This is an optimization exercise on Yosys and OpenROAD, whose aim is small area, a short achievable clock period and few clock cycles, not a production implementation. Where RTL was checked, it was by simulation tests only, not by an equivalence proof against the original. Only the layout flow was run in runs 1 and 2; the RTL was not checked for function there. Power and IR drop assume default switching activity.

<file path="flow/run.sh">
#!/bin/bash
# Own layout flow: the standard ORFS flow (standard.sh), with
#  - the port buffers made from buf_2 cells instead of the default delay-buffer cells,
set -euo pipefail
export BUFFER_PORTS_ARGS="-buffer_cell sky130_fd_sc_hd__buf_2"
bash standard.sh SETUP_SLACK_MARGIN=8.5 finish > flow_make.log 2>&1
</file>
<file path="standard.sh">
#!/bin/bash
# synth_recipe.tcl (not shown) runs the flow's synth.tcl, then flattens the netlist and writes it again
# the make line also repeats each setting of config.mk as NAME=value (left out here)
make -C /OpenROAD-flow-scripts/flow DESIGN_CONFIG=/design/flow/config.mk WORK_HOME=/design/flow/orfs CLKGATE_MAP_FILE= SYNTH_SCRIPT=/design/flow/synth_recipe.tcl "${@:-finish}"
</file>
<file path="config.mk">
export PLATFORM = sky130hd
export DESIGN_NAME = odp_writer
export DESIGN_NICKNAME = odp_writer
export VERILOG_FILES = /design/flow/design.v
export SDC_FILE = /design/flow/constraint.sdc
export NUM_CORES = 4
export LEC_CHECK = 0
export ABC_CLOCK_PERIOD_IN_PS = 3000
export CAP_MARGIN = 20
export CORE_MARGIN = 2
export CORE_UTILIZATION = 65
export CTS_BUF_LIST = sky130_fd_sc_hd__clkbuf_8 sky130_fd_sc_hd__clkbuf_16
export CTS_CLUSTER_DIAMETER = 80
export CTS_CLUSTER_SIZE = 15
export SLEW_MARGIN = 20
</file>
<file path="constraint.sdc">
create_clock -name core_clock -period 12.0 [get_ports {clk}]
set_input_delay 2.4000 -clock core_clock [delete_from_list [all_inputs] [get_ports {clk}]]
set_output_delay 2.4000 -clock core_clock [all_outputs]
set_load 0.01 [all_outputs]
</file>
<file path="design.v">
module odp_writer #(
    parameter int DEPTH = 17           
) (
    input  logic        clk,
    input  logic        rst_n,
    input  logic        px_in_vld,
    input  logic [15:0] px_in,
    output logic        px_in_rdy,
    output logic        MEM_REQ,
    output logic [31:0] MEM_ADDR,
    output logic [3:0]  MEM_CMD,
    output logic        MEM_WE,
    output logic [31:0] MEM_DOUT,
    output logic        MEM_WVLD,
    input  logic        MEM_WRDY,
    input  logic        MEM_ODP_SEL,
    input  logic        MEM_FIN,
    input  logic        ODP_START,
    output logic        ODP_STATUS,
    input  logic [31:0] CFG_WRITE_START_ADDR,
    input  logic [8:0]  CFG_WIDTH,
    input  logic [8:0]  CFG_HEIGHT,
    input  logic [9:0]  CFG_NUM_FMAP
);
    localparam int MD = DEPTH - 1;             
    typedef enum logic [1:0] {B_IDLE, B_REQ, B_DATA, B_FIN} bst_t;
    logic          status_q, rdy_q, in_done_q, half_q;
    logic          last_q;                     
    logic [8:0]    wlen_q, hlen_q, wc_q, hc_q;
    logic [9:0]    nc_q;
    logic [31:0]   addr_q;
    logic [31:0]   mem_q [MD];
    logic [MD-1:0] nw_q;                       
    logic [MD-1:0] rsel;                       
    logic [31:0]   rdata;
    logic [DEPTH:0] tot_q;                     
    logic          hv_q;                       
    logic [31:0]   dout_q;
    logic [15:0]   px_q;
    logic          slo_q, shi_q, hz_q;         
    bst_t          bst_q;
    logic          req_q, wvld_q;
    logic [3:0]    beat_q;                     
    logic          empty_job, start, xfer, last_px, fin_px, commit, pop, ld, job_end;
    logic          can_lo, wr_lo, wr_hi, s_free, slo_d, nw_top_d, req_go;
    logic          mnz, ge16, ge15, nz;
    logic [3:0]    cnt4, cnt4m1;
    logic [3:0]    cmd_d;
    logic          last_nx;
    assign px_in_rdy  = rdy_q;
    assign ODP_STATUS = status_q;
    assign MEM_REQ    = req_q;
    assign MEM_WE     = req_q;
    assign MEM_ADDR   = addr_q;
    assign MEM_CMD    = beat_q;                   
    assign MEM_WVLD   = wvld_q;
    assign MEM_DOUT   = dout_q;
    assign empty_job = (CFG_WIDTH == '0) || (CFG_HEIGHT == '0) || (CFG_NUM_FMAP == '0);
    assign start     = !status_q && ODP_START && !empty_job;
    assign xfer      = px_in_vld && rdy_q;
    assign last_px   = last_q;
    assign fin_px    = xfer && last_px;
    assign commit    = xfer && (half_q || last_px);
    assign pop       = wvld_q && MEM_WRDY;
    assign ld        = (pop || !hv_q) && mnz;
    assign job_end   = (bst_q == B_FIN) && MEM_FIN && in_done_q && !nz;
    assign nz       = tot_q[0];
    assign ge15     = tot_q[14];
    assign ge16     = tot_q[15];
    assign mnz      = hv_q ? (shi_q ? tot_q[2] : tot_q[1]) : (shi_q ? tot_q[1] : tot_q[0]);
    always_comb begin
        cnt4   = 4'd0;                       
        cnt4m1 = 4'd0;                       
        for (int k = 0; k < 15; k++) if (tot_q[k]) cnt4 = 4'(k + 1);
        for (int k = 1; k < 16; k++) if (tot_q[k]) cnt4m1 = 4'(k);
    end
    assign can_lo   = !nw_q[MD-1] || ld;
    assign wr_lo    = slo_q && can_lo;
    assign wr_hi    = shi_q && (!slo_q || can_lo);
    assign s_free   = !slo_q || can_lo;
    assign slo_d    = xfer ? !half_q : (s_free ? 1'b0 : slo_q);
    assign nw_top_d = (wr_lo && !ld) ? nw_q[MD-2] : ((ld && !wr_lo) ? 1'b0 : nw_q[MD-1]);
    assign req_go = status_q && (ge16 || (commit && ge15) || (in_done_q && nz) || (fin_px && nz));
    assign cmd_d  = commit ? cnt4 : cnt4m1;
    always_comb begin
        if (wc_q != 9'd1)      last_nx = (wc_q == 9'd2) && (hc_q == 9'd1) && (nc_q == 10'd1);
        else if (hc_q != 9'd1) last_nx = (wlen_q == 9'd1) && (hc_q == 9'd2) && (nc_q == 10'd1);
        else                   last_nx = (wlen_q == 9'd1) && (hlen_q == 9'd1) && (nc_q == 10'd2);
    end
    always_comb begin
        rdata = '0;
        for (int i = 0; i < MD; i++) rdata = rdata | (mem_q[i] & {32{rsel[i]}});
    end
    assign rsel = nw_q & ~{1'b0, nw_q[MD-1:1]};
    always_ff @(posedge clk or negedge rst_n) begin
        if (!rst_n) begin
            status_q  <= 1'b0;
            rdy_q     <= 1'b0;
            in_done_q <= 1'b0;
            half_q    <= 1'b0;
            nw_q      <= '0;
            tot_q     <= '0;
            hv_q      <= 1'b0;
            slo_q     <= 1'b0;
            shi_q     <= 1'b0;
            bst_q     <= B_IDLE;
            req_q     <= 1'b0;
            wvld_q    <= 1'b0;
        end else begin
            if (!status_q) begin
                status_q  <= start;
                rdy_q     <= start;
                in_done_q <= 1'b0;
                half_q    <= 1'b0;
            end else begin
                if (job_end) status_q <= 1'b0;
                rdy_q     <= !in_done_q && !fin_px && (!slo_d || !nw_top_d);
                in_done_q <= in_done_q || fin_px;
                half_q    <= half_q ^ xfer;
            end
            if (commit && !pop)      tot_q <= {tot_q[DEPTH-1:0], 1'b1};
            else if (pop && !commit) tot_q <= {1'b0, tot_q[DEPTH:1]};
            hv_q   <= ld || (hv_q && !pop);
            slo_q  <= slo_d;
            shi_q  <= xfer ? commit : (s_free ? 1'b0 : shi_q);
            if (wr_lo && !ld)      nw_q <= {nw_q[MD-2:0], 1'b1};
            else if (ld && !wr_lo) nw_q <= {1'b0, nw_q[MD-1:1]};
            case (bst_q)
                B_IDLE: if (req_go) begin
                    req_q <= 1'b1;
                    bst_q <= B_REQ;
                end
                B_REQ: if (MEM_ODP_SEL) begin
                    wvld_q <= 1'b1;
                    bst_q  <= B_DATA;
                end
                B_DATA: if (pop && beat_q == 4'd0) begin
                    wvld_q <= 1'b0;
                    bst_q  <= B_FIN;
                end
                B_FIN: if (MEM_FIN) begin
                    req_q <= 1'b0;
                    bst_q <= B_IDLE;
                end
                default: bst_q <= B_IDLE;
            endcase
        end
    end
    always_ff @(posedge clk) begin
        if (!status_q) begin
            wlen_q <= CFG_WIDTH;
            hlen_q <= CFG_HEIGHT;
            wc_q   <= CFG_WIDTH;
            hc_q   <= CFG_HEIGHT;
            nc_q   <= CFG_NUM_FMAP;
            addr_q <= CFG_WRITE_START_ADDR;
            last_q <= (CFG_WIDTH == 9'd1) && (CFG_HEIGHT == 9'd1) && (CFG_NUM_FMAP == 10'd1);
        end else begin
            if (xfer) last_q <= last_nx;
            if (xfer) begin
                if (wc_q == 9'd1) begin
                    wc_q <= wlen_q;
                    if (hc_q == 9'd1) begin
                        hc_q <= hlen_q;
                        nc_q <= nc_q - 10'd1;
                    end else begin
                        hc_q <= hc_q - 9'd1;
                    end
                end else begin
                    wc_q <= wc_q - 9'd1;
                end
            end
            if (bst_q == B_FIN && MEM_FIN) addr_q[31:6] <= addr_q[31:6] + 26'd1;
        end
        if (bst_q == B_IDLE) begin
            beat_q <= cmd_d;
        end else if (bst_q == B_DATA && pop) begin
            beat_q <= beat_q - 4'd1;
        end
        if (ld) dout_q <= rdata;
    end
    always_ff @(posedge clk) begin
        if (xfer) begin
            px_q <= px_in;
            hz_q <= !half_q;
        end
        if (wr_lo) begin
            for (int i = 1; i < MD; i++) mem_q[i] <= mem_q[i-1];
            mem_q[0][15:0] <= px_q;
        end
        if (wr_hi) mem_q[0][31:16] <= hz_q ? 16'h0000 : px_q;
    end
endmodule
</file>
==> results.cfg, run 1 <==
[cts]
worstSkewPairLatency_ns = 0.61
cts_root_buf = clkbuf_16
max-clock-path-buffers = 3
cts_hold_buf = 0
numCtsBuffers = 51
clock_sink_count = 689
clk_pin_slew_ns = 0.07
cts_max_level = 2
cts_tree = done

[sta]
clock_skew_ns = 0.0236
tightest_slew_ns = 0.952
finalSetupViolations = 0
fmax_mhz = 248
setup_ws_ns = 7.97
rsz0062_at_grt = true
fin_crit_sh_pct = 33.6
hold_slack_ns = 0.439
period_needed_ns = 4.03
setup_tns_ns = 0
hold_violations = 0
slew_viol_final = 0
relSlewSlack_pct = 36.5

[synthesis]
avgSynthCellArea_um2 = 16.4
synth_xor_xnor_area_share_pct = 1.42
synth_top_area_cell = edfxtp_1
yosysMostFrequentCell = edfxtp_1
synthTopCellsByArea = edfxtp_1 (73%), a221oi_1 (4.2%), dfrtp_1 (4.2%)
synthMuxAreaShare_pct = 1.55
ys_ff_latch = 689
yosys.area_share.simple_pct = 5.77
syn_nets = 1727
synth_compound_area_share_pct = 11.6
synth-seq-area-share_pct = 76.9
synth_cells = 1625
ys_warn_count = 2
async_flop_share_pct = 6.53
synth_area_um2 = 26600
synth_fa_ha_area_share_pct = 0.893
synth_flop_cell = edfxtp_1
synth_top_family_by_area = compound AO/OA/AOI/OAI gates
synth_common_cells = edfxtp_1 (644), a221oi_1 (129), a22o_1 (128), clkbuf_1 (87), nor2_1 (87)
ys_types = 56
synth-edff-count = 644
post-synth-top-area-fraction_pct = 72.7

[die]
die_h_um = 206
core_um2 = 40600
dieArea_um2 = 42600
num_rows = 74
dieWidth_um = 206
start_util_pct = 65.5
ios = 156

[power_and_ir_drop]
internal_power_uw = 4980
powerDensity_nw_per_um2 = 212
pwr-share-clk_pct = 22.6
power_uw = 6940
p_comb_share_pct = 26.2
power_frac_seq_pct = 51.2
p_switching_uw = 1960
vdd.ir_drop.worst_mv = 0.167
p_leak_uw = 0.0114
switching_share_pct = 28.2

[placed_design]
place_area_um2 = 28100
post-place-ws_ns = 6.05
io_buffers = 155
hpwl_mm = 32.3
routabilityCongestion = 0.838

[final_layout]
syn_to_final_growth_pct = 23.3
stdcell_area_um2 = 32800
num_antenna_cells = 0
drive_gt1_share_pct = 24.7
fin_nets = 2044

[worst_hold_path]
hp-class = register to register

[worst_setup_path]
end_kind = register
required_ns = 12.36
arrival_ns = 4.39
start_kind = primary input
worstPathMaxFanout = 14
path_class = primary input to register

[global_route]
grt_util_all_layers_pct = 32.2
grt_pass1_wl_mm = 101
grt_max_degree = 64
antenna_found_initial = 0
grt_pass1_vias = 16500
globalRouteOverflowTotal = 0

[outcome]
status = complete, no violations

[job]
drv_cap = 0

[drt]
drc_errors = 0
finalWirelength_mm = 68.7
drtPass1Iterations = 5
antenna_left = 0
vias = 16700
vias_per_cell = 6.72
drtIter0Drc = 1817
routedWlPerCell_um = 27.6
layer usage:
layer  wire length, um  up-vias  global-route usage (%)
met5                 0        -                       0
met4              2130        0                    11.2
met3              6850      153                    5.19
met2             33500     1011                    51.7
met1             26200     8351                    45.7
li1                  -     7186                       -
flip-flops by register name, indices dropped and copies added, names as in the netlist, 9 cells and up:
signal  flops
wc_q        9
px_q       16
dout_q     32
mem_q     512
tot_q      18
hc_q        9
nc_q       10
wlen_q      9
nw_q       16
addr_q     32
hlen_q      9
worst max-delay path, stage by stage:
cell and delay (ns):
buf_8 0.10, nand4b_1 0.14, o21ai_2 0.10, a222oi_1 0.36
buf_4 0.20, nand2_4 0.06, nand2_4 0.12, clkinvlp_4 0.13
buf_12 0.17, buf_12 0.13, buf_16 0.15, bufbuf_16 0.30
power by group through the flow:
stage                     clock (uW)  combinational (uW)  sequential, uW
after floorplan                    0                 643            3660
after global placement             0                 945            3600
after detailed placement           0                 968            3620
after CTS                       1570                1710            3540
after global routing            1660                1920            3600
final                           1570                1820            3560
logic make-up (layout without fill, tap and decap cells):
kind of cell | Yosys count | in the layout
AOI/OAI and AO/OA | 399 | 399
DFF | 689 | 689
buffers and inverters | 129 | 456
xor gates and xnor gates | 43 | 43
and+or+nand+nor | 306 | 306
adders and majority gates | 19 | 19
muxes | 40 | 40
path summary, 6_finish.rpt:
check	from	endpoint	slack (ns)	cells past startpoint
max in group asynchronous	rst_n	status_q	9.76	1
min in group asynchronous	rst_n	bst_q[0]	1.78	1
worst min-delay path	mem_q[3][9]	mem_q[4][9]	0.44	0
worst min register to register	mem_q[3][9]	mem_q[4][9]	0.44	0
worst max register to register	wc_q[5]	nc_q[3]	8.75	4
worst max-delay path	MEM_WRDY	mem_q[1][23]	7.97	12
cell type report:
class | instances | area [um2]
Clock buffer | 52 | 1300
Clock inverter | 11 | 58.8
Fill cell | 2031 | 7840
Inverter | 29 | 121
Multi-Input combinational cell | 807 | 5940
Sequential cell | 689 | 20500
Tap cell | 532 | 666
Timing Repair Buffer | 363 | 4240
Timing Repair inverter | 1 | 7.51
placed cells by master, fill, tap and decap left out, types with 9 or more instances in the layout:
cell type and count:
xor2_1 20, buf_16 60, o21ai_1 32, dfrtp_1 42, nor3_1 12, clkbuf_16 54, a22o_1 128, a21oi_1 45
buf_6 35, edfxtp_1 644, nor2_1 85, nor4_1 11, a221oi_1 129, nor2b_4 15, o21ai_0 16, nor2b_1 20
buf_12 22, inv_1 34, buf_8 9, mux2i_1 27, nand3_1 20, nand4_1 38, buf_4 81, buf_2 147
nand2_1 63, ha_1 16, xnor2_1 23
repair_timing:
| action | CTS | global route |
|---|---|---|
| gates cloned | 59 | 2 |
| setup buffers | 101 | 20 |
| resized for setup | 180 | 28 |
| pin swaps | 12 | 10 |
| endpoints found under the hold margin | 0 | 0 |
| setup endpoints to repair | 658 | 637 |
metrics by stage:
| step | utilization, % | std cells |
|---|---|---|
| final | 80.7 | 2484 |
| after global placement | 69.1 | 2239 |
| after detailed placement | 69.1 | 2239 |
| after global routing | 80.7 | 2484 |
| after floorplan | - | 1625 |
| after CTS | 79.9 | 2462 |
==> run 2: changes to the inputs <==
--- a/config.mk
+++ b/config.mk
@@ -9,7 +9,6 @@
 export CAP_MARGIN = 20
 export CORE_MARGIN = 2
 export CORE_UTILIZATION = 65
-export CTS_BUF_LIST = sky130_fd_sc_hd__clkbuf_8 sky130_fd_sc_hd__clkbuf_16
-export CTS_CLUSTER_DIAMETER = 80
-export CTS_CLUSTER_SIZE = 15
+export CTS_CLUSTER_DIAMETER = 100
+export CTS_CLUSTER_SIZE = 20
 export SLEW_MARGIN = 20
==> results.cfg, run 2 <==
[outcome]
status = complete, no violations

[placed_design]
hpwl_mm = 32.3
post-place-ws_ns = 6.05
place_area_um2 = 28100
io_buffers = 155
routabilityCongestion = 0.838

[die]
dieWidth_um = 206
core_um2 = 40600
num_rows = 74
die_h_um = 206
start_util_pct = 65.5
dieArea_um2 = 42600
ios = 156

[sta]
setup_tns_ns = 0
rsz0062_at_grt = true
finalSetupViolations = 0
tightest_slew_ns = 0.859
clock_skew_ns = 0.0268
fmax_mhz = 247
relSlewSlack_pct = 42.0
setup_ws_ns = 7.95
hold_slack_ns = 0.436
fin_crit_sh_pct = 33.8
period_needed_ns = 4.05
hold_violations = 0
slew_viol_final = 0

[final_layout]
fin_nets = 2043
final_common_cell = edfxtp_1
layout_common_cells = edfxtp_1 (644), buf_2 (146), a221oi_1 (129)
largest_register = mem_q
num_antenna_cells = 0
largest_reg_flops = 512
stdcell_area_um2 = 32700
drive_gt1_share_pct = 25.1
largestRegisters = mem_q x512, addr_q x32, dout_q x32
syn_to_final_growth_pct = 23.0
n_fill_cell = 2033

[job]
drv_cap = 0

[cts]
clock_sink_count = 689
max-clock-path-buffers = 3
cts_max_level = 2
clk_pin_slew_ns = 0.09
worstSkewPairLatency_ns = 0.60
numCtsBuffers = 40
cts_root_buf = clkbuf_16
cts_hold_buf = 0
cts_tree = done

[power_and_ir_drop]
p_switching_uw = 1930
powerDensity_nw_per_um2 = 208
pwr-share-clk_pct = 20.1
switching_share_pct = 28.4
power_frac_seq_pct = 52.3
p_comb_share_pct = 27.5
vdd.ir_drop.worst_mv = 0.148
power_uw = 6800
internal_power_uw = 4870
p_leak_uw = 0.0113

[synthesis]
synth-edff-count = 644
avgSynthCellArea_um2 = 16.4
synth_common_cells = edfxtp_1 (644), a221oi_1 (129), a22o_1 (128), clkbuf_1 (87), nor2_1 (87)
synth-seq-area-share_pct = 76.9
yosysMostFrequentCell = edfxtp_1
synthTopCellsByArea = edfxtp_1 (73%), a221oi_1 (4.2%), dfrtp_1 (4.2%)
post-synth-top-area-fraction_pct = 72.7
async_flop_share_pct = 6.53
syn_nets = 1727
synth_flop_cell = edfxtp_1
synth_cells = 1625
synth_top_area_cell = edfxtp_1
ys_ff_latch = 689
ys_types = 56
synth_area_um2 = 26600
ys_warn_count = 2

[global_route]
antenna_found_initial = 0
grt_pass1_wl_mm = 99.3
globalRouteOverflowTotal = 0
grt_max_degree = 64
grt_util_all_layers_pct = 31.9
grt_pass1_vias = 16300

[drt]
vias = 16800
antenna_left = 0
routedWlPerCell_um = 27.6
drtPass1Iterations = 8
drtIter0Drc = 1809
drc_errors = 0
finalWirelength_mm = 68.4
vias_per_cell = 6.77

[worst_hold_path]
hp-class = register to register

[worst_setup_path]
start_kind = primary input
arrival_ns = 4.41
required_ns = 12.35
worstPathMaxFanout = 9
path_class = primary input to register
end_kind = register
[run 2: routing by layer]
| layer | track usage, % | share of wire, % | vias up |
|---|---|---|---|
| met5 | 0 | 0 | - |
| met4 | 11.7 | 3.2 | 0 |
| met3 | 5.55 | 9.4 | 147 |
| met2 | 51.2 | 49 | 984 |
| met1 | 44.5 | 38 | 8494 |
| li1 | - | - | 7179 |
[run 2: worst max-delay path, cell delays in order]
cell        delay, ns
buf_8            0.10
nand4b_1         0.13
o21ai_2          0.08
a222oi_1         0.48
nand2_1          0.18
nand2_4          0.14
clkinvlp_4       0.12
buf_12           0.17
buf_16           0.16
buf_16           0.15
buf_12           0.12
buf_16           0.14
[run 2: area by class of cell]
class / count / area [um2] / share of cell area [%]
tap: 532 / 666 / 2.03
multi-input combinational: 807 / 5930 / 18.1
timing repair inverter: 1 / 7.51 / 0.0229
inverter: 29 / 124 / 0.378
sequential: 689 / 20500 / 62.5
clock inverter: 3 / 33.8 / 0.103
timing repair buffer: 373 / 4450 / 13.6
clock buffer: 47 / 1050 / 3.20
[run 2: final timing paths]
path	slack, ns	startpoint	cells after the start	to
min in group asynchronous	1.80	rst_n	1	status_q
hold / removal	0.44	mem_q[3][9]	0	mem_q[4][9]
hold reg to reg	0.44	mem_q[3][9]	0	mem_q[4][9]
setup / recovery	7.95	MEM_WRDY	12	mem_q[8][29]
max in group asynchronous	9.74	rst_n	1	nw_q[15]
setup reg to reg	8.75	wc_q[5]	4	nc_q[1]
[run 2: through the flow]
stage | utilization (%) | cells
after floorplan | - | 1625
after global routing | 80.5 | 2481
after global placement | 69.1 | 2239
after detailed placement | 69.1 | 2239
final | 80.5 | 2481
after CTS | 79.2 | 2455
[run 2: cells by family after synthesis]
| group | share of synthesized area [%] |
|---|---|
| adders and majority gates | 0.893 |
| buffers and inverters | 1.89 |
| AOI/OAI and AO/OA | 11.6 |
| DFF | 76.9 |
| muxes | 1.55 |
| xor gates and xnor gates | 1.42 |
| and+or+nand+nor | 5.77 |
[run 2: power groups by stage]
stage	sequential (uW)	combinational, uW	clock [uW]
after floorplan	3660	643	0
after global placement	3600	945	0
after detailed placement	3620	968	0
after CTS	3540	1720	1380
after global routing	3600	1980	1460
final	3560	1870	1370
[run 2: repair_timing]
action                                  in CTS  in global routing
hold endpoints to repair                     0                  0
gates cloned                                61                  7
buffers inserted                           105                 19
pin swaps                                    3                  8
gates resized for setup                    168                 63
endpoints found under the setup margin     656                636
==> run 3: changes to the inputs <==
--- a/design.v
+++ b/design.v
@@ -74,7 +74,7 @@
         for (int k = 0; k < 15; k++) if (tot_q[k]) cnt4 = 4'(k + 1);
         for (int k = 1; k < 16; k++) if (tot_q[k]) cnt4m1 = 4'(k);
     end
-    assign can_lo   = !nw_q[MD-1] || ld;
+    assign can_lo   = !nw_q[MD-1];
     assign wr_lo    = slo_q && can_lo;
     assign wr_hi    = shi_q && (!slo_q || can_lo);
     assign s_free   = !slo_q || can_lo;
--- a/config.mk
+++ b/config.mk
@@ -8,7 +8,7 @@
 export ABC_CLOCK_PERIOD_IN_PS = 3000
 export CAP_MARGIN = 20
 export CORE_MARGIN = 2
-export CORE_UTILIZATION = 65
+export CORE_UTILIZATION = 55
 export CTS_CLUSTER_DIAMETER = 100
 export CTS_CLUSTER_SIZE = 20
 export SLEW_MARGIN = 20
==> results.cfg, run 3 <==
[global_route]
globalRouteOverflowTotal = 0
grt_pass1_vias = 14900
antenna_found_initial = 4
grt_pass1_wl_mm = 92.1
grt.busiest_layer = met2
gr-usage-met3_pct = 4.34
grt_util_met1_pct = 36.7
grt_max_degree = 108
grt.met2_usage_pct = 37.9
grt_util_all_layers_pct = 24.5

[synthesis]
yosys.area_share.simple_pct = 5.96
synth_top_family_by_area = compound AO/OA/AOI/OAI gates
synth_area_um2 = 26700
synth_flop_cell = edfxtp_1
avgSynthCellArea_um2 = 16.4
ys_types = 62
synthMuxAreaShare_pct = 1.62
syn_nets = 1731
yosysMostFrequentCell = edfxtp_1
post-synth-top-area-fraction_pct = 72.3
synth_compound_area_share_pct = 11.7
synthTopCellsByArea = edfxtp_1 (72%), a22o_1 (4.3%), dfrtp_1 (4.2%)
synth_xor_xnor_area_share_pct = 1.41
synth-seq-area-share_pct = 76.5
synth-edff-count = 644
ys_ff_latch = 689
synth_common_cells = edfxtp_1 (644), a22o_1 (130), a221oi_1 (128), clkbuf_1 (94), nor2_1 (74)
ys_warn_count = 2
synth_cells = 1629
synth_top_area_cell = edfxtp_1
synth_fa_ha_area_share_pct = 0.889
async_flop_share_pct = 6.53

[worst_setup_path]
r2r_cells = 6
cp_slowest_stage_delay_ns = 0.46
cp_num_buf_inv = 1
end_kind = primary output
slowest_stage = edfxtp_1
cp.depth = 1
critPathTopFamily = flip-flops
path_cells = buf_2
r2r-start = nw_q[15]
r2r_slack_ns = 8.76
arrival_ns = 1.23
r2r-end = mem_q[5][25]
required_ns = 9.60
worstSetupStartpoint = dout_q[2]
path_class = register to primary output
start_kind = register
worstPathMaxFanout = 1
cp-endpoint = MEM_DOUT[2]

[cts]
cts_root_buf = clkbuf_16
clk_pin_slew_ns = 0.08
clock_sink_count = 689
cts_tree = done
numCtsBuffers = 40
worstSkewPairLatency_ns = 0.59
max-clock-path-buffers = 3
cts_max_level = 2

[final_layout]
fin_nets = 1897
layout_common_cells = edfxtp_1 (644), buf_2 (140), a22o_1 (130)
syn_to_final_growth_pct = 12.1
final_common_cell = edfxtp_1
drive_gt1_share_pct = 18.3
largest_register = mem_q
largest_reg_flops = 512
largestRegisters = mem_q x512, addr_q x32, dout_q x32

[drt]
vias = 15400
drtIter0Drc = 1796
drc_errors = 0
routedWlPerCell_um = 25.7
antenna_left = 0
vias_per_cell = 6.35
drtPass1Iterations = 5
finalWirelength_mm = 62.1

[sta]
tightest_slew_ns = 0.989
relSlewSlack_pct = 33.7
rsz0062_at_grt = true
period_needed_ns = 3.63
fin_crit_sh_pct = 30.2
fmax_mhz = 276
slew_viol_final = 0
finalSetupViolations = 0
setup_tns_ns = 0
clock_skew_ns = 0.0255
hold_violations = 0

[placed_design]
routabilityCongestion = 0.789
hpwl_mm = 32.8
io_buffers = 155

[power_and_ir_drop]
vdd.ir_drop.worst_mv = 0.181
powerDensity_nw_per_um2 = 205
p_leak_uw = 0.0100
power_uw = 6130

[job]
drv_cap = 0

[die]
num_rows = 80
core_um2 = 47800
ios = 156
start_util_pct = 55.9
dieArea_um2 = 50400
dieWidth_um = 225
die_h_um = 225

[worst_hold_path]
hp-class = register to register

[outcome]
status = complete, no violations
## run 3: cell count changes after synthesis, moves of 5 or more
cell      change
o21ai_0       -8
a211oi_1      -5
nand3_1       -5
nor4_1        +5
clkbuf_1      +7
o21ai_1       +9
nor2_1       -13
## run 3: metrics by stage
step	util, %	instance area (um2)	instances	setup WS (ns)	hold slack, ns
after floorplan	-	26900	1629	2.62	0.418
after global placement	59.1	28300	2319	7.33	0.425
after detailed placement	59.2	28300	2320	7.27	0.427
after CTS	62.2	29800	2403	8.32	0.438
after global routing	62.6	30000	2418	8.31	0.449
final	62.6	30000	2418	8.37	0.446
## run 3: worst min path at each step
stage,cells past startpoint,from,to
after floorplan,0,px_q[0],mem_q[0][0]
after global placement,0,px_q[1],mem_q[0][1]
after detailed placement,0,px_q[1],mem_q[0][1]
after CTS,0,mem_q[11][2],mem_q[12][2]
after global routing,0,mem_q[11][2],mem_q[12][2]
final,0,px_q[1],mem_q[0][1]
## run 3: cells by family after synthesis
group,Yosys count
buffers and inverters,134
AO/OA/AOI/OAI,404
AND/OR/NAND/NOR,298
multiplexers,42
adder cells (fa/ha/maj),19
XOR/XNOR,43
flip-flops,689
## run 3: where the power goes
group / internal [uW] / leakage (uW) / total (uW) / switching (uW)
sequential: 3300 / 0.00652 / 3550 / 253
combinational: 474 / 0.00299 / 1230 / 752
clock: 609 / 0.000517 / 1350 / 743
total: 4380 / 0.0100 / 6130 / 1750
## run 3: what timing repair did
item                                    in CTS  in global routing
buffers inserted                            31                 14
resized for setup                           21                 20
pin swaps                                    1                  4
endpoints found under the setup margin     179                102
hold buffers                                 0                  0
gates cloned                                 3                  0
## run 3: area by class of cell
cell class / count / area, um2
multi-input combinational: 806 / 5960
tap: 615 / 769
sequential: 689 / 20500
clock buffer: 46 / 1020
timing repair buffer: 228 / 1580
clock inverter: 3 / 36.3
antenna: 1 / 2.50
inverter: 30 / 129
fill: 3542 / 17900
## run 3: layer usage
metal	vias to the layer above	part of all wire (%)
met1	7850	44
met3	75	7.4
li1	6859	-
met2	572	47
met4	6	1.7
met5	-	0.064
Testbench counts of run 3, summed over its fixed seeds: cycles 176,730.
==> run 4: changes to the inputs <==
--- a/config.mk
+++ b/config.mk
@@ -5,10 +5,10 @@
 export SDC_FILE = /design/flow/constraint.sdc
 export NUM_CORES = 4
 export LEC_CHECK = 0
-export ABC_CLOCK_PERIOD_IN_PS = 3000
+export ABC_AREA = 1
 export CAP_MARGIN = 20
 export CORE_MARGIN = 2
-export CORE_UTILIZATION = 55
+export CORE_UTILIZATION = 65
 export CTS_CLUSTER_DIAMETER = 100
 export CTS_CLUSTER_SIZE = 20
 export SLEW_MARGIN = 20
==> results.cfg, run 4 <==
[die]
core_um2 = 41900
dieArea_um2 = 44200
num_rows = 75
ios = 156
dieWidth_um = 210
start_util_pct = 65.9
die_h_um = 210

[power_and_ir_drop]
p_leak_uw = 0.0114
p_switching_uw = 2830
pwr-share-clk_pct = 17.9
internal_power_uw = 4950
powerDensity_nw_per_um2 = 253
switching_share_pct = 36.3
power_frac_seq_pct = 50.1
vdd.ir_drop.worst_mv = 0.150
p_comb_share_pct = 32.0

[drt]
drtPass1Iterations = 5
drc_errors = 0
antenna_left = 0
finalWirelength_mm = 63.6
vias = 17700
drtIter0Drc = 1989
vias_per_cell = 6.10
routedWlPerCell_um = 22.0

[sta]
fin_crit_sh_pct = 30.3
hold_violations = 0
relSlewSlack_pct = 32.1
slew_viol_final = 0
setup_ws_ns = 8.36
finalSetupViolations = 0
period_needed_ns = 3.64
tightest_slew_ns = 0.992
rsz0062_at_grt = true
fmax_mhz = 275
clock_skew_ns = 0.0263
hold_slack_ns = 0.444
setup_tns_ns = 0

[synthesis]
synth-seq-area-share_pct = 74.1
synth_flop_cell = edfxtp_1
synth_area_um2 = 27600
synth-edff-count = 644
synth_common_cells = edfxtp_1 (644), nand2_1 (414), inv_1 (199), nor2_1 (144), o21ai_0 (92)
ys_warn_count = 2
ys_types = 45
post-synth-top-area-fraction_pct = 70.0
avgSynthCellArea_um2 = 12.8
synth_top_area_cell = edfxtp_1
yosysMostFrequentCell = edfxtp_1
synthTopCellsByArea = edfxtp_1 (70%), nand2_1 (5.6%), dfrtp_1 (4.1%)
syn_nets = 2254
async_flop_share_pct = 6.53
synth_cells = 2152
ys_ff_latch = 689

[worst_setup_path]
r2r-start = nw_q[15]
cp_num_buf_inv = 1
required_ns = 9.60
arrival_ns = 1.24
critPathTopFamily = flip-flops
path_cells = buf_2
r2r-end = mem_q[8][0]
start_kind = register
r2r_slack_ns = 8.72
end_kind = primary output
slowest_stage = edfxtp_1
path_class = register to primary output
cp_slowest_stage_delay_ns = 0.47
r2r_cells = 7
worstPathMaxFanout = 4

[final_layout]
final_common_cell = edfxtp_1
drive_gt1_share_pct = 14.7
largest_register = mem_q
fin_nets = 2443
layout_common_cells = edfxtp_1 (644), nand2_1 (407), inv_1 (195)
post-route-util_pct = 73.2
largest_reg_flops = 512
syn_to_final_growth_pct = 11.1
stdcell_area_um2 = 30700
largestRegisters = mem_q x512, addr_q x32, dout_q x32

[global_route]
grt_util_all_layers_pct = 28.8
globalRouteOverflowTotal = 0
antenna_found_initial = 4
grt_pass1_wl_mm = 96.1
grt_pass1_vias = 16900
grt_max_degree = 102

[cts]
max-clock-path-buffers = 3
cts_root_buf = clkbuf_16
cts_max_level = 2
worstSkewPairLatency_ns = 0.59
clk_pin_slew_ns = 0.09
numCtsBuffers = 40
cts_tree = done
clock_sink_count = 689
cts_hold_buf = 0

[placed_design]
routabilityCongestion = 0.892
hpwl_mm = 36.0
place_area_um2 = 29000
post-place-ws_ns = 7.25
io_buffers = 155

[worst_hold_path]
hp-class = register to register
whs_endpoint = mem_q[3][6]
hold_start = mem_q[2][6]
whs_path_depth = 0

[job]
drv_cap = 0

[outcome]
status = complete, no violations
## run 4: through the flow
stage | total power [uW] | instances
2_1_floorplan | 5440 | 2152
3_3_place_gp | 6140 | 2786
3_5_place_dp | 6220 | 2786
4_1_cts | 7720 | 2875
5_1_grt | 8170 | 2895
6_report | 7780 | 2896
## run 4: power by group through the flow
stage	combinational, uW	clock [uW]	sequential [uW]
after floorplan	1460	0	3990
after detailed placement	2250	0	3960
after global routing	2720	1500	3960
after global placement	2200	0	3940
final	2490	1400	3900
after CTS	2410	1420	3890
## run 4: area by class of cell
cell class	count	area [um2]
antenna	1	2.50
clock buffer	55	1100
clock inverter	2	32.5
fill	2825	11200
inverter	229	878
multi-input combinational	1152	6100
sequential	689	20500
tap	539	674
timing repair buffer	227	1440
timing repair inverter	2	15.0
## run 4: worst max path at each step
| stage | from | to | slack, ns | cells after the start |
|---|---|---|---|---|
| detailed placement | MEM_WRDY | rdy_q | 7.25 | 12 |
| finish | addr_q[19] | MEM_ADDR[19] | 8.36 | 1 |
| CTS | addr_q[10] | MEM_ADDR[10] | 8.28 | 1 |
| floorplan | nw_q[15] | rdy_q | 2.79 | 12 |
| global placement | MEM_WRDY | rdy_q | 7.34 | 12 |
| global route | addr_q[19] | MEM_ADDR[19] | 8.31 | 1 |
## run 4: what timing repair did
action	in CTS	in global routing
endpoints found under the setup margin	226	165
cloned	3	1
resized for setup	13	8
pin swaps	1	0
buffers inserted	29	19
## run 4: logic make-up (layout without fill, tap and decap cells)
| group | Yosys count | count (layout) | share of synthesized area (%) |
|---|---|---|---|
| AO/OA/AOI/OAI | 342 | 342 | 7.86 |
| XOR/XNOR | 32 | 32 | 1.01 |
| adder cells (fa/ha/maj) | 19 | 19 | 0.860 |
| buffers and inverters | 311 | 515 | 4.27 |
| flip-flops | 689 | 689 | 74.1 |
| other | 0 | 1 | 0 |
| AND/OR/NAND/NOR | 759 | 759 | 11.9 |
## run 4: layer usage
metal | track usage (%) | up-vias | wire length, um
li1 | - | 8064 | -
met1 | 42.9 | 8656 | 26900
met2 | 43.9 | 847 | 29300
met3 | 5.99 | 102 | 5970
met4 | 7.78 | 8 | 1390
met5 | 0 | - | 51
==> run 5: changes to the inputs <==
--- a/config.mk
+++ b/config.mk
@@ -5,7 +5,7 @@
 export SDC_FILE = /design/flow/constraint.sdc
 export NUM_CORES = 4
 export LEC_CHECK = 0
-export ABC_AREA = 1
+export ABC_CLOCK_PERIOD_IN_PS = 3000
 export CAP_MARGIN = 20
 export CORE_MARGIN = 2
 export CORE_UTILIZATION = 65
==> results.cfg, run 5 <==
[outcome]
status = complete, no violations

[power_and_ir_drop]
p_leak_uw = 0.00996
powerDensity_nw_per_um2 = 204
vdd.ir_drop.worst_mv = 0.164

[final_layout]
drive_gt1_share_pct = 18.3
largest_reg_flops = 512
fin_cells = 2337
fin_nets = 1896
largest_register = mem_q
multi_input_area_um2 = 5970
largestRegisters = mem_q x512, addr_q x32, dout_q x32
layout_common_cells = edfxtp_1 (644), buf_2 (147), a22o_1 (130)
n_fill_cell = 2574
final_common_cell = edfxtp_1
layout.area.seq_um2 = 20500
syn_to_final_growth_pct = 11.2

[die]
ios = 156
dieWidth_um = 207
dieArea_um2 = 42800
core_um2 = 40700
start_util_pct = 65.6
die_h_um = 207
num_rows = 74

[worst_setup_path]
path_cells = buf_6
end_kind = primary output
arrival_ns = 1.20
slowest_stage = dfrtp_4
cp_num_buf_inv = 1
worstPathMaxFanout = 2
critPathTopFamily = flip-flops
required_ns = 9.60
start_kind = register
r2r_cells = 4
cp_slowest_stage_delay_ns = 0.51
path_class = register to primary output
cp.depth = 1

[synthesis]
synth_common_cells = edfxtp_1 (644), a22o_1 (130), a221oi_1 (128), clkbuf_1 (94), nor2_1 (74)
synth_cells = 1629
synth-edff-count = 644
post-synth-top-area-fraction_pct = 72.3
async_flop_share_pct = 6.53
ys_warn_count = 2
avgSynthCellArea_um2 = 16.4
ys_ff_latch = 689
synth_top_area_cell = edfxtp_1
ys_types = 62
synth_area_um2 = 26700
synth_flop_cell = edfxtp_1
yosysMostFrequentCell = edfxtp_1
synthTopCellsByArea = edfxtp_1 (72%), a22o_1 (4.3%), dfrtp_1 (4.2%)
syn_nets = 1731
synth-seq-area-share_pct = 76.5

[sta]
setup_tns_ns = 0
fmax_mhz = 278
clock_skew_ns = 0.0261
slew_viol_final = 0
tightest_slew_ns = 1.10
rsz0062_at_grt = true
relSlewSlack_pct = 26.6
finalSetupViolations = 0
setup_ws_ns = 8.40
period_needed_ns = 3.60
hold_violations = 0
fin_crit_sh_pct = 30.0

[drt]
finalWirelength_mm = 59.6
vias_per_cell = 6.60
drtPass1Iterations = 5
routedWlPerCell_um = 25.5
vias = 15400
drtIter0Drc = 1576
antenna_left = 0
drc_errors = 0

[placed_design]
io_buffers = 155
placed_cells = 2236
post-place-ws_ns = 7.28
hpwl_mm = 33.0
routabilityCongestion = 0.819

[cts]
worstSkewPairLatency_ns = 0.58
cts_tree = done
cts_root_buf = clkbuf_16
numCtsBuffers = 40
clock_sink_count = 689
clk_pin_slew_ns = 0.08
max-clock-path-buffers = 3
cts_max_level = 2

[global_route]
antenna_found_initial = 4
grt_max_degree = 89
globalRouteOverflowTotal = 0
grt_pass1_wl_mm = 87.4
grt_util_all_layers_pct = 27.5
grt_pass1_vias = 14900

[worst_hold_path]
whs_path_depth = 0
hp-class = register to register

[job]
drv_cap = 0
==> run 5: stage by stage <==
step                      total power, uW  cell area (um2)  hold slack [ns]  utilization, %
after floorplan                      4350            26900            0.418               -
after global placement               4600            28200            0.423            69.1
after detailed placement             4640            28200            0.427            69.1
after CTS                            6040            29500            0.444            72.4
after global routing                 6320            29700            0.445            72.9
final                                6070            29700            0.443            73.0
==> run 5: repair_timing <==
action | CTS | global route
endpoints found under the setup margin | 85 | 83
gates cloned | 0 | 2
buffers inserted | 30 | 16
endpoints found under the hold margin | 0 | 0
hold buffers | 0 | 0
gates resized for setup | 9 | 9
pin swaps | 1 | 1
==> run 5: path summary, 6_finish.rpt <==
| path | start | endpoint | slack, ns |
|---|---|---|---|
| worst min register to register | mem_q[1][16] | mem_q[2][16] | 0.44 |
| min in group asynchronous | rst_n | tot_q[13] | 1.82 |
| worst max register to register | nw_q[15] | mem_q[9][12] | 8.85 |
| worst min-delay path | mem_q[1][16] | mem_q[2][16] | 0.44 |
| max in group asynchronous | rst_n | status_q | 9.71 |
| worst max-delay path | status_q | ODP_STATUS | 8.40 |
==> run 5: routing by layer <==
metal	global-route usage [%]	part of all wire (%)	vias to the layer above
li1	-	-	6863
met1	40.6	42	7774
met2	43.7	48	689
met3	4.77	8.2	93
met4	6.46	2.0	0
met5	0	0	-
==> run 5: kinds of logic (layout without fill, tap and decap cells) <==
family | count (synthesis) | in the layout | synth area share (%)
AO/OA/AOI/OAI | 404 | 404 | 11.7
XOR/XNOR | 43 | 43 | 1.41
adder cells (fa/ha/maj) | 19 | 19 | 0.889
buffers and inverters | 134 | 305 | 1.95
flip-flops | 689 | 689 | 76.5
multiplexers | 42 | 42 | 1.62
other | 0 | 5 | 0
AND/OR/NAND/NOR | 298 | 298 | 5.96
==> run 5: layout make-up <==
cell class,count,area share (%)
multi-input cells,806,20.1
diodes,5,0.0421
repair buffers,227,4.79
inverters,30,0.434
clock buffers,45,3.43
flip-flops and latches,689,68.9
clock inverters,3,0.139
well taps,532,2.24
==> run 5: where the power goes <==
group / switching [uW] / total [uW] / leakage (uW) / internal (uW)
logic: 733 / 1170 / 0.00293 / 436
clock network: 733 / 1340 / 0.000517 / 608
registers: 257 / 3560 / 0.00652 / 3310
total: 1720 / 6070 / 0.00996 / 4350
==> run 5: worst reg2reg max path, cell delays in order, from the launching register on <==
cell and delay (ns):
dfrtp_2 0.41, nand2b_4 0.15, clkinvlp_4 0.30, buf_4 0.88, buf_4 0.97
==> run 6: changes to the inputs <==
--- a/config.mk
+++ b/config.mk
@@ -9,6 +9,6 @@
 export CAP_MARGIN = 20
 export CORE_MARGIN = 2
 export CORE_UTILIZATION = 65
-export CTS_CLUSTER_DIAMETER = 100
-export CTS_CLUSTER_SIZE = 20
+export CTS_CLUSTER_DIAMETER = 120
+export CTS_CLUSTER_SIZE = 28
 export SLEW_MARGIN = 20
==> results.cfg, run 6 <==
[cts]
clk_pin_slew_ns = 0.10
numCtsBuffers = 28
cts_max_level = 1
cts_tree = done
worstSkewPairLatency_ns = 0.61
max-clock-path-buffers = 3
clock_sink_count = 689
cts_hold_buf = 0
cts_root_buf = clkbuf_16

[synthesis]
synth_cells = 1629
synth-seq-area-share_pct = 76.5
synthTopCellsByArea = edfxtp_1 (72%), a22o_1 (4.3%), dfrtp_1 (4.2%)
avgSynthCellArea_um2 = 16.4
syn_nets = 1731
synth_flop_cell = edfxtp_1
post-synth-top-area-fraction_pct = 72.3
ys_warn_count = 2
yosysMostFrequentCell = edfxtp_1
ys_types = 62
synth-edff-count = 644
synth_area_um2 = 26700
synth_top_area_cell = edfxtp_1
synth_common_cells = edfxtp_1 (644), a22o_1 (130), a221oi_1 (128), clkbuf_1 (94), nor2_1 (74)
async_flop_share_pct = 6.53
ys_ff_latch = 689

[sta]
hold_violations = 0
slew_viol_final = 0
finalSetupViolations = 0
fin_crit_sh_pct = 30.4
period_needed_ns = 3.65
relSlewSlack_pct = 27.3
setup_tns_ns = 0
rsz0062_at_grt = true
clock_skew_ns = 0.0158
tightest_slew_ns = 1.09
fmax_mhz = 274

[worst_setup_path]
end_kind = primary output
start_kind = register
arrival_ns = 1.25
cp_slowest_stage_delay_ns = 0.52
worstPathMaxFanout = 2
cp_num_buf_inv = 1
critPathTopFamily = flip-flops
path_class = register to primary output
required_ns = 9.60
r2r_slack_ns = 9.23
slowest_stage = dfrtp_4
path_cells = buf_6

[power_and_ir_drop]
power_frac_seq_pct = 60.9
powerDensity_nw_per_um2 = 198
switching_share_pct = 28.4
p_switching_uw = 1660
pwr-share-clk_pct = 19.3
power_uw = 5840
internal_power_uw = 4180
p_comb_share_pct = 19.7
p_leak_uw = 0.00981
vdd.ir_drop.worst_mv = 0.154

[die]
dieWidth_um = 207
die_h_um = 207
dieArea_um2 = 42800
core_um2 = 40700
start_util_pct = 65.6
ios = 156
num_rows = 74

[drt]
drtIter0Drc = 1496
vias = 15300
routedWlPerCell_um = 25.1
top_layer = met4
finalWirelength_mm = 58.3
wl_met2_mm = 28.1
drt-met1-wl_mm = 24.1
vias_per_cell = 6.56
drc_errors = 0
drtPass1Iterations = 5
antenna_left = 0
dr_wl_met3_mm = 5.00

[job]
drv_cap = 0

[global_route]
grt_util_all_layers_pct = 27.0
grt_max_degree = 89
grt_pass1_vias = 14800
antenna_found_initial = 5
grt_pass1_wl_mm = 86.4
globalRouteOverflowTotal = 0

[final_layout]
largest_register = mem_q
fin_nets = 1882
stdcell_area_um2 = 29400
largestRegisters = mem_q x512, addr_q x32, dout_q x32
layout_common_cells = edfxtp_1 (644), buf_2 (148), a22o_1 (130)
syn_to_final_growth_pct = 10.0
drive_gt1_share_pct = 17.4
largest_reg_flops = 512
final_common_cell = edfxtp_1

[outcome]
status = complete, no violations

[worst_hold_path]
hp-class = register to register

[placed_design]
place_area_um2 = 28200
io_buffers = 155
hpwl_mm = 33.0
routabilityCongestion = 0.819
run 6: changes by cell type in the layout (fill, tap and decap cells not counted), moves of 2 or more:
cell / before / now
buf_16: 0 / 2
clkbuf_16: 42 / 29
clkbuf_1: 5 / 10
buf_4: 69 / 66
run 6: layer usage:
metal | GRT usage (%) | up-vias
li1 | - | 6844
met1 | 40.2 | 7668
met2 | 43.3 | 682
met3 | 3.92 | 81
met4 | 6.18 | 0
met5 | 0 | -
run 6: layout make-up:
class | instances | area [um2]
Sequential cell | 689 | 20500
Fill cell | 2584 | 11300
Multi-Input combinational cell | 806 | 5950
Timing Repair Buffer | 225 | 1410
Clock buffer | 39 | 763
Tap cell | 532 | 666
Inverter | 30 | 129
Clock inverter | 1 | 16.3
Antenna cell | 6 | 15.0
run 6: per-stage QoR:
step / hold WS (ns) / setup slack, ns / utilization [%] / std cells
floorplan: 0.418 / 2.62 / - / 1629
global route: 0.460 / 8.31 / 72.2 / 2324
detailed placement: 0.427 / 7.28 / 69.1 / 2236
finish: 0.446 / 8.35 / 72.2 / 2328
CTS: 0.451 / 8.32 / 71.7 / 2307
global placement: 0.423 / 7.39 / 69.1 / 2236
run 6: power groups by stage:
stage          Sequential (uW)  Combinational, uW  Clock, uW
2_1_floorplan             3680                668          0
3_3_place_gp              3620                973          0
3_5_place_dp              3640                993          0
4_1_cts                   3560               1110       1150
5_1_grt                   3600               1260       1220
6_report                  3560               1150       1130
run 6: cells by family after synthesis:
family	after synthesis	synth area share, %
flops	689	76.5
compound gates	404	11.7
simple gates	298	5.96
buf+inv	134	1.95
xor+xnor	43	1.41
mux	42	1.62
fa+ha+maj	19	0.889
run 6: what timing repair did:
action                                  in CTS  in global routing
buffers inserted                            31                 13
endpoints found under the setup margin      90                 74
pin swaps                                    1                  0
resized for setup                            7                  8
run 6: final timing paths:
kind / cells past startpoint / to / startpoint
setup / recovery: 1 / ODP_STATUS / status_q
hold / removal: 0 / mem_q[0][12] / px_q[12]
setup reg to reg: 5 / mem_q[6][21] / nw_q[15]
hold reg to reg: 0 / mem_q[0][12] / px_q[12]
max in group asynchronous: 1 / status_q / rst_n
min in group asynchronous: 1 / tot_q[13] / rst_n
==> run 7: changes to the inputs <==
==> flow/run.sh (replaced) <==
#!/bin/bash
# Own layout flow: the standard ORFS flow (standard.sh), with
#  - the port buffers made from buf_2 cells instead of the default delay-buffer cells,
set -euo pipefail
export BUFFER_PORTS_ARGS="-buffer_cell sky130_fd_sc_hd__buf_2"
bash standard.sh SETUP_SLACK_MARGIN=8.8 finish > flow_make.log 2>&1
--- a/config.mk
+++ b/config.mk
@@ -9,6 +9,6 @@
 export CAP_MARGIN = 20
 export CORE_MARGIN = 2
 export CORE_UTILIZATION = 65
-export CTS_CLUSTER_DIAMETER = 120
-export CTS_CLUSTER_SIZE = 28
+export CTS_CLUSTER_DIAMETER = 100
+export CTS_CLUSTER_SIZE = 20
 export SLEW_MARGIN = 20
==> results.cfg, run 7 <==
[global_route]
grt_util_all_layers_pct = 27.9
antenna_found_initial = 1
globalRouteOverflowTotal = 0
grt_pass1_vias = 15100
grt_max_degree = 199
grt_pass1_wl_mm = 88.7

[synthesis]
avgSynthCellArea_um2 = 16.4
synth_xor_xnor_area_share_pct = 1.41
synth_flop_cell = edfxtp_1
synthMuxAreaShare_pct = 1.62
ys_warn_count = 2
synth_top_family_by_area = compound AO/OA/AOI/OAI gates
post-synth-top-area-fraction_pct = 72.3
yosys.area_share.simple_pct = 5.96
async_flop_share_pct = 6.53
syn_nets = 1731
synth_compound_area_share_pct = 11.7
synth_common_cells = edfxtp_1 (644), a22o_1 (130), a221oi_1 (128), clkbuf_1 (94), nor2_1 (74)
ys_ff_latch = 689
ys_types = 62
synthTopCellsByArea = edfxtp_1 (72%), a22o_1 (4.3%), dfrtp_1 (4.2%)
synth_area_um2 = 26700
synth_cells = 1629
yosysMostFrequentCell = edfxtp_1
synth-seq-area-share_pct = 76.5
synth_top_area_cell = edfxtp_1
synth_fa_ha_area_share_pct = 0.889
synth-edff-count = 644

[final_layout]
largestRegisters = mem_q x512, addr_q x32, dout_q x32
syn_to_final_growth_pct = 13.4
drive_gt1_share_pct = 20.9
fin_nets = 1936
final_common_cell = edfxtp_1
stdcell_area_um2 = 30300
largest_register = mem_q
largest_reg_flops = 512
layout_common_cells = edfxtp_1 (644), buf_2 (147), a22o_1 (130)

[cts]
cts_hold_buf = 0
cts_max_level = 2
clock_sink_count = 689
worstSkewPairLatency_ns = 0.57
cts_root_buf = clkbuf_16
numCtsBuffers = 40
cts_tree = done
clk_pin_slew_ns = 0.09
max-clock-path-buffers = 3

[worst_setup_path]
critPathTopFamily = flip-flops
slowest_stage = dfrtp_4
worstPathMaxFanout = 2
path_cells = buf_6
required_ns = 9.60
end_kind = primary output
path_class = register to primary output
cp_num_buf_inv = 1
cp_slowest_stage_delay_ns = 0.52
arrival_ns = 1.22
start_kind = register

[sta]
finalSetupViolations = 0
hold_violations = 0
fin_crit_sh_pct = 30.2
fmax_mhz = 276
relSlewSlack_pct = 29.7
slew_viol_final = 0
clock_skew_ns = 0.0169
setup_tns_ns = 0
period_needed_ns = 3.62
tightest_slew_ns = 1.06
rsz0062_at_grt = true

[die]
ios = 156
dieArea_um2 = 42800
num_rows = 74
core_um2 = 40700
die_h_um = 207
start_util_pct = 65.6
dieWidth_um = 207

[power_and_ir_drop]
p_leak_uw = 0.0102
vdd.ir_drop.worst_mv = 0.140
powerDensity_nw_per_um2 = 206

[drt]
antenna_left = 0
finalWirelength_mm = 60.8
vias = 15700
drtIter0Drc = 1548
drc_errors = 0
routedWlPerCell_um = 25.6
drtPass1Iterations = 5
vias_per_cell = 6.60

[job]
drv_cap = 0

[worst_hold_path]
hp-class = register to register

[placed_design]
place_area_um2 = 28200
hpwl_mm = 33.2
io_buffers = 155
routabilityCongestion = 0.827

[outcome]
status = complete, no violations
run 7: cell counts after synthesis:
No cell type changed its count.
run 7: metal layers:
| layer | GRT usage, % | routed length [um] | part of all wire, % |
|---|---|---|---|
| met5 | 0 | 13 | 0.021 |
| met4 | 7.60 | 1260 | 2.1 |
| met3 | 4.54 | 5580 | 9.2 |
| met2 | 44.2 | 29300 | 48 |
| met1 | 41.0 | 24700 | 41 |
run 7: worst paths after layout:
check	slack, ns	endpoint	start	cells after the start
worst max-delay path	8.38	ODP_STATUS	status_q	1
worst min-delay path	0.45	mem_q[0][6]	px_q[6]	0
worst max register to register	9.18	mem_q[15][3]	nw_q[15]	5
worst min register to register	0.45	mem_q[0][6]	px_q[6]	0
max in group asynchronous	9.74	status_q	rst_n	1
min in group asynchronous	1.82	req_q	rst_n	1
run 7: timing repair:
action                                  in CTS  in global routing
endpoints found under the setup margin     206                207
setup buffers                               45                 41
gates cloned                                 0                  3
resized for setup                           20                 48
pin swaps                                    3                 12
run 7: kinds of logic after synthesis:
logic type               Yosys count
AO/OA/AOI/OAI                    404
XOR/XNOR                          43
adder cells (fa/ha/maj)           19
buffers and inverters            134
flip-flops                       689
multiplexers                      42
AND/OR/NAND/NOR                  298
run 7: worst reg2reg max path, cell delays in order, from the launching register on:
cell	delay, ns
dfrtp_2	0.42
nand2b_4	0.15
clkinvlp_4	0.11
buf_6	0.52
buf_6	0.60
buf_6	0.61
run 7: per-stage QoR:
stage	total power (uW)	instances	util (%)	hold slack, ns	worst slack [ns]
after CTS	6080	2327	73.0	0.446	8.36
after detailed placement	4650	2234	69.3	0.426	7.24
after global placement	4610	2234	69.3	0.425	7.32
final	6240	2373	74.4	0.446	8.38
after global routing	6500	2372	74.4	0.459	8.31
after floorplan	4370	1629	-	0.418	2.62
run 7: layout make-up:
| class | count | area (um2) |
|---|---|---|
| flip-flops and latches | 689 | 20500 |
| well taps | 532 | 666 |
| clock inverters | 3 | 41.3 |
| repair buffers | 266 | 1870 |
| diodes | 1 | 2.50 |
| clock buffers | 45 | 1020 |
| inverters | 30 | 171 |
| multi-input cells | 806 | 6060 |
| repair inverters | 1 | 20.0 |
| fillers | 2536 | 10400 |
run 7: where the power goes:
group	switching [uW]	total, uW	leakage, uW	internal (uW)
sequential	257	3560	0.00652	3300
clock	731	1340	0.000517	608
combinational	798	1350	0.00321	548
total	1790	6240	0.0102	4460
==> run 8: changes to the inputs <==
--- a/design.v
+++ b/design.v
@@ -32,7 +32,8 @@
     logic [31:0]   mem_q [MD];
     logic [MD-1:0] nw_q;                       
     logic [MD-1:0] rsel;                       
-    logic [31:0]   rdata;
+    logic [31:0]   dout_d, addr_d;
+    logic          fin_b;
     logic [DEPTH:0] tot_q;                     
     logic          hv_q;                       
     logic [31:0]   dout_q;
@@ -88,9 +89,13 @@
         else                   last_nx = (wlen_q == 9'd1) && (hlen_q == 9'd1) && (nc_q == 10'd2);
     end
     always_comb begin
-        rdata = '0;
-        for (int i = 0; i < MD; i++) rdata = rdata | (mem_q[i] & {32{rsel[i]}});
+        dout_d = dout_q & {32{!ld}};
+        for (int i = 0; i < MD; i++) dout_d = dout_d | (mem_q[i] & {32{ld && rsel[i]}});
     end
+    assign fin_b  = (bst_q == B_FIN) && MEM_FIN;
+    assign addr_d = (CFG_WRITE_START_ADDR & {32{!status_q}}) |
+                    ({addr_q[31:6] + 26'd1, addr_q[5:0]} & {32{status_q && fin_b}}) |
+                    (addr_q & {32{status_q && !fin_b}});
     assign rsel = nw_q & ~{1'b0, nw_q[MD-1:1]};
     always_ff @(posedge clk or negedge rst_n) begin
         if (!rst_n) begin
@@ -153,7 +158,6 @@
             wc_q   <= CFG_WIDTH;
             hc_q   <= CFG_HEIGHT;
             nc_q   <= CFG_NUM_FMAP;
-            addr_q <= CFG_WRITE_START_ADDR;
             last_q <= (CFG_WIDTH == 9'd1) && (CFG_HEIGHT == 9'd1) && (CFG_NUM_FMAP == 10'd1);
         end else begin
             if (xfer) last_q <= last_nx;
@@ -170,14 +174,14 @@
                     wc_q <= wc_q - 9'd1;
                 end
             end
-            if (bst_q == B_FIN && MEM_FIN) addr_q[31:6] <= addr_q[31:6] + 26'd1;
         end
         if (bst_q == B_IDLE) begin
             beat_q <= cmd_d;
         end else if (bst_q == B_DATA && pop) begin
             beat_q <= beat_q - 4'd1;
         end
-        if (ld) dout_q <= rdata;
+        dout_q <= dout_d;
+        addr_q <= addr_d;
     end
     always_ff @(posedge clk) begin
         if (xfer) begin
==> flow/run.sh (replaced) <==
#!/bin/bash
# Own layout flow: the standard ORFS flow (standard.sh), with
#  - the port buffers made from buf_2 cells instead of the default delay-buffer cells,
set -euo pipefail
export BUFFER_PORTS_ARGS="-buffer_cell sky130_fd_sc_hd__buf_2"
bash standard.sh SETUP_SLACK_MARGIN=8.5 finish > flow_make.log 2>&1
==> results.cfg, run 8 <==
[final_layout]
syn_to_final_growth_pct = 12.1
drive_gt1_share_pct = 19.6
final_common_cell = edfxtp_1
largest_reg_flops = 512
largest_register = mem_q
stdcell_area_um2 = 29600
fin_cells = 2418
fin_nets = 1964
layout_common_cells = edfxtp_1 (586), a22oi_1 (166), buf_2 (143)
largestRegisters = mem_q x512, dout_q x32, addr_q x26
n_fill_cell = 2450

[die]
die_h_um = 205
start_util_pct = 66.1
core_um2 = 39900
num_rows = 73
dieWidth_um = 205
dieArea_um2 = 42200
ios = 156

[worst_setup_path]
arrival_ns = 1.18
cp_num_buf_inv = 1
cp_slowest_stage_delay_ns = 0.43
worstPathMaxFanout = 2
required_ns = 9.60
critPathTopFamily = flip-flops
path_cells = buf_2
slowest_stage = edfxtp_1
r2r_slack_ns = 8.84
cp-endpoint = MEM_CMD[2]
start_kind = register
cp.depth = 1
end_kind = primary output
path_class = register to primary output
r2r-end = mem_q[10][12]
r2r_cells = 5
r2r-start = nw_q[15]
worstSetupStartpoint = beat_q[2]

[drt]
drtIter0Drc = 1929
drc_errors = 0
vias = 15900
drtPass1Iterations = 8
vias_per_cell = 6.58
finalWirelength_mm = 60.6
routedWlPerCell_um = 25.1
antenna_left = 0

[synthesis]
synth-edff-count = 586
syn_nets = 1794
synthTopCellsByArea = edfxtp_1 (67%), a22oi_1 (4.7%), dfxtp_1 (4.4%)
async_flop_share_pct = 6.53
ys_ff_latch = 689
synth_flop_cell = edfxtp_1
post-synth-top-area-fraction_pct = 66.7
yosysMostFrequentCell = edfxtp_1
ys_warn_count = 2
synth_top_area_cell = edfxtp_1
avgSynthCellArea_um2 = 15.6
synth_area_um2 = 26400
synth-seq-area-share_pct = 75.3
synth_common_cells = edfxtp_1 (586), a22oi_1 (166), nor2_1 (87), nand2_1 (75), dfxtp_1 (58)
ys_types = 62
synth_cells = 1692

[global_route]
grt_max_degree = 192
grt_pass1_wl_mm = 91.0
antenna_found_initial = 1
grt_util_all_layers_pct = 28.8
grt_pass1_vias = 15800
globalRouteOverflowTotal = 0

[power_and_ir_drop]
pwr-share-clk_pct = 20.8
vdd.ir_drop.worst_mv = 0.164
powerDensity_nw_per_um2 = 225
internal_power_uw = 4670
p_switching_uw = 1980
p_comb_share_pct = 21.5
power_frac_seq_pct = 57.7
p_leak_uw = 0.00984
switching_share_pct = 29.7

[sta]
clock_skew_ns = 0.0299
rsz0062_at_grt = true
setup_ws_ns = 8.42
fin_crit_sh_pct = 29.8
relSlewSlack_pct = 37.9
setup_tns_ns = 0
slew_viol_final = 0
tightest_slew_ns = 0.932
finalSetupViolations = 0
hold_violations = 0
period_needed_ns = 3.58
fmax_mhz = 279

[cts]
cts_root_buf = clkbuf_16
max-clock-path-buffers = 3
clk_pin_slew_ns = 0.09
numCtsBuffers = 40
worstSkewPairLatency_ns = 0.58
clock_sink_count = 689
cts_tree = done
cts_max_level = 2

[placed_design]
place_area_um2 = 27800
io_buffers = 155
hpwl_mm = 32.5
placed_cells = 2303
routabilityCongestion = 0.825
post-place-ws_ns = 6.86

[job]
drv_cap = 0

[worst_hold_path]
hp-class = register to register

[outcome]
status = complete, no violations
run 8: changes by cell type after synthesis, sizes merged, moves of 40 or more:
| cell | before | now |
|---|---|---|
| a22oi | 0 | 166 |
| edfxtp | 644 | 586 |
| clkbuf | 94 | 54 |
| a22o | 130 | 45 |
| a221oi | 128 | 49 |
| dfxtp | 0 | 58 |
run 8: area by class of cell:
class	count	area, um2	share of cell area [%]
antenna	3	7.51	0.0254
clock buffer	67	1100	3.72
clock inverter	3	41.3	0.140
inverter	28	113	0.381
multi-input combinational	881	6230	21.1
sequential	689	20000	67.5
tap	525	657	2.22
timing repair buffer	222	1470	4.96
run 8: routing by layer:
metal / vias up / wire, um / track usage, % / part of all wire, %
li1: 7049 / - / - / -
met1: 7931 / 24300 / 42.2 / 40
met2: 811 / 28500 / 44.6 / 47
met3: 115 / 6310 / 5.70 / 10
met4: 0 / 1560 / 8.63 / 2.6
met5: - / 0 / 0 / 0
run 8: timing repair:
action | 4_1_cts | 5_1_grt
gates resized for setup | 71 | 21
setup endpoints to repair | 220 | 237
gates cloned | 2 | 1
pin swaps | 2 | 2
hold buffers | 0 | 0
buffers inserted | 29 | 10
run 8: how the worst min path moves through the flow:
stage,start,to,slack [ns],cells past startpoint
after global placement,px_q[3],mem_q[0][3],0.43,0
after detailed placement,px_q[15],mem_q[0][15],0.43,0
after CTS,mem_q[3][1],mem_q[4][1],0.44,0
after floorplan,px_q[0],mem_q[0][0],0.42,0
final,mem_q[13][30],mem_q[14][30],0.44,0
after global routing,mem_q[6][7],mem_q[7][7],0.45,0
run 8: kinds of logic (layout without fill, tap and decap cells):
kind of cell    count (synthesis)  after routing  share of synthesized area (%)
simple gates                  342            342                           6.76
fa+ha+maj                      19             19                          0.901
flops                         689            689                           75.3
mux                            39             39                           1.53
compound gates                436            436                           12.1
other cells                     0              3                              0
buf+inv                       122            320                           1.85
xor+xnor                       45             45                           1.49
run 8: power by group through the flow:
| stage | Clock, uW | Combinational (uW) | Sequential, uW |
|---|---|---|---|
| after floorplan | 0 | 819 | 3930 |
| after CTS | 1410 | 1390 | 3840 |
| after global placement | 0 | 1210 | 3860 |
| final | 1380 | 1430 | 3840 |
| after global routing | 1490 | 1570 | 3900 |
| after detailed placement | 0 | 1240 | 3880 |
run 8: stage by stage:
step,power (uW),util (%),hold slack [ns]
2_1_floorplan,4750,-,0.418
3_3_place_gp,5070,69.7,0.427
3_5_place_dp,5120,69.7,0.432
4_1_cts,6640,73.7,0.440
5_1_grt,6960,74.1,0.447
6_report,6650,74.1,0.439
Testbench counts of run 8, summed over its fixed seeds: cycles 176,730.

[separate check: timing with driven ports]
In the flow no input, the clock included, has a driving cell. The finished layouts below were timed again as built, in two steps. Step 1 (the two cells are an assumption about what drives the block):
set clk [get_ports {clk}]
set_driving_cell -lib_cell sky130_fd_sc_hd__clkbuf_16 $clk
set_driving_cell -lib_cell sky130_fd_sc_hd__buf_2 [delete_from_list [all_inputs] $clk]
Step 2 adds t to the input delays and takes it off the output delays; t is the mean of the earliest and latest rising clock arrival at the registers after step 1. Input paths then give back, and output paths get back, about the clock's delay inside the block. Slacks: no drivers / after step 1 / after step 2; pairs: no drivers / after step 1.
run	t (ns)	setup WS [ns]	worst setup path after step 2	worst data-port slew with drivers (ns)
run 1	0.665	7.969 / 7.986 / 7.321	input to register	0.06
run 2	0.642	7.946 / 7.960 / 7.318	input to register	0.06
run 3	0.640	8.371 / 8.307 / 7.851	input to register	0.07
run 4	0.637	8.362 / 8.305 / 8.057	input to register	0.09
run 5	0.624	8.397 / 8.342 / 7.864	input to register	0.06
run 6	0.654	8.351 / 8.296 / 7.776	input to register	0.07
run 7	0.623	8.376 / 8.320 / 7.786	input to register	0.07
run 8	0.617	8.419 / 8.366 / 7.927	input to register	0.09
After both steps setup and hold are still met in every run listed. The setup slack of run 1, which loses most, moves by +0.017 ns with the drivers and by -0.648 ns with both steps.
